From an optimization exercise on the open Yosys and OpenROAD flow, aimed at small area; shortcuts taken in it are not production practice.
RTL that was checked went through simulation tests only; none was proved equivalent to the original.
Power is estimated from default activity; no workload was simulated.

east:
==> flow/design.v (excerpt) <==
module resample_interp #(
    parameter int SYM_WIDTH = 1,
    parameter int INT_WIDTH = 1,
    parameter int DEC_WIDTH = 14,
    parameter int MU_WIDTH  = 8,
    parameter int DEPTH     = 8,
    parameter int CNT_WIDTH = 16,
    localparam int DW = SYM_WIDTH + INT_WIDTH + DEC_WIDTH,
    localparam int LW = $clog2(DEPTH) + 1
) (
    input  logic                 clk,
    input  logic                 rst,
    input  logic                 flush,
    input  logic                 in_valid,
    input  logic [DW-1:0]        in_i,
    input  logic [DW-1:0]        in_q,
    input  logic                 mk,
    input  logic [MU_WIDTH-1:0]  mu,
    input  logic                 mode,
    input  logic                 out_ready,
    output logic                 out_valid,
    output logic [DW-1:0]        out_i,
    output logic [DW-1:0]        out_q,
    output logic [LW-1:0]        fifo_level,
    output logic                 overflow,
    output logic [CNT_WIDTH-1:0] sym_cnt
);
==> module ri_maj, before the edit <==
module ri_maj (
    input  logic a, b, c,
    output logic co
);
    assign co = (a & b) | (a & c) | (b & c);
endmodule
==> module ri_ao, before the edit <==
module ri_ao (
    input  logic gh, ph, gl,
    output logic g
);
    assign g = gh | (ph & gl);
endmodule
==> module ri_and, before the edit <==
module ri_and (
    input  logic a, b,
    output logic y
);
    assign y = a & b;
endmodule
==> module ri_xor, before the edit <==
module ri_xor (
    input  logic a, b,
    output logic y
);
    assign y = a ^ b;
endmodule
export LEC_CHECK = 0
export CAP_MARGIN = 20
export CORE_MARGIN = 2
export CORE_UTILIZATION = 65
export PLACE_DENSITY = 0.75
export SLEW_MARGIN = 20
export SYNTH_HIERARCHICAL = 1
export SYNTH_MINIMUM_KEEP_SIZE = 0
create_clock -name core_clock -period 6.0 [get_ports {clk}]
standard.sh (not shown) runs the stock make flow with config.mk's settings and CLKGATE_MAP_FILE= SYNTH_SCRIPT=/design/flow/synth_recipe.tcl, a recipe that flattens the netlist after the stock synthesis.
==> flow/flow/run.sh <==
#!/bin/bash
# Layout flow: the standard ORFS flow (standard.sh, synthesis unchanged)
# with two changes to the layout steps:
#   * port buffers use the smallest buffer (buf_1) instead of the resizer's
#     default choice; every input and output port still gets a buffer;
#   * clock tree synthesis runs without dummy loads and builds the tree from
#     clkbuf_8 cells with sink clusters of at most 20 flip-flops.
# Each tool's full output is in orfs/logs/ (one log per step); make's own
# output goes to flow_make.log in the work folder.
set -euo pipefail
export BUFFER_PORTS_ARGS="-buffer_cell sky130_fd_sc_hd__buf_1"
export CTS_ARGS="-sink_clustering_enable -repair_clock_nets -dont_use_dummy_load -buf_list sky130_fd_sc_hd__clkbuf_8 -sink_clustering_size 20 -sink_clustering_max_diameter 50"
bash standard.sh > flow_make.log 2>&1
--- input diff east..middle ---
diff --git a/flow/design.v b/flow/design.v
--- a/flow/design.v
+++ b/flow/design.v
@@ -1191,31 +1191,13 @@
     assign co = (a & b) | (c & (a ^ b));
 endmodule
 module ri_maj (
     input  logic a, b, c,
     output logic co
 );
-    assign co = (a & b) | (a & c) | (b & c);
-endmodule
-module ri_ao (
-    input  logic gh, ph, gl,
-    output logic g
-);
-    assign g = gh | (ph & gl);
-endmodule
-module ri_and (
-    input  logic a, b,
-    output logic y
-);
-    assign y = a & b;
-endmodule
-module ri_xor (
-    input  logic a, b,
-    output logic y
-);
-    assign y = a ^ b;
+    assign co = (a & b) | (c & (a ^ b));
 endmodule
 module ri_ha (
     input  logic a, b,
     output logic s, co
 );
     assign s  = a ^ b;
==> comparison <==
Delta (middle minus east): total power of the final layout up about 5%, average wire length per cell after detail routing shows an increase of 4.5%, post-detailed-routing wire length now sits higher.
Relative to east, total CTS buffers has increased by 6 in middle.
Looking at setup slack, middle sits 0.030 ns lower than east does.
east -> middle: post-synthesis instance total increased slightly
Looking at area overhead of the layout relative to synthesis, middle sits 0.24 points higher than east does.
Cell area after layout, east and middle, lower one = east.
H-tree depth (higher): middle
Cmp middle vs east: final clock period utilization by the worst path higher in middle
On mux share of post-synthesis cell area, east and middle are basically level.
east has a higher worst hold slack than middle.
No functional check of the RTL was part of middle.

==> static timing again, ports no longer ideal <==
The results above use ideal ports. As a check the final layouts listed here were re-extracted and re-timed, cells and wires unchanged. Step 1 (the two cells are an assumption about what drives the block):
set clk [get_ports {clk}]
set_driving_cell -lib_cell sky130_fd_sc_hd__clkbuf_16 $clk
set_driving_cell -lib_cell sky130_fd_sc_hd__buf_2 [delete_from_list [all_inputs] $clk]
Step 2 times the ports against the registers' clock, not the clock port: input delays grow and output delays shrink by t, the midpoint of the rising clock arrivals with the driver on. Slacks: no drivers / after step 1 / after step 2; pairs: no drivers / after step 1.
run	t, ns	slack for setup (ns)	worst hold slack (ns)	worst setup path after step 2	pins driven straight from the clock port
east	0.649	0.652 / 0.652 / 0.652	0.253 / 0.253 / 0.253	register to register	1
middle	0.599	0.622 / 0.622 / 0.622	0.236 / 0.236 / 0.236	register to register	1
After both steps setup and hold are still met in every run listed.
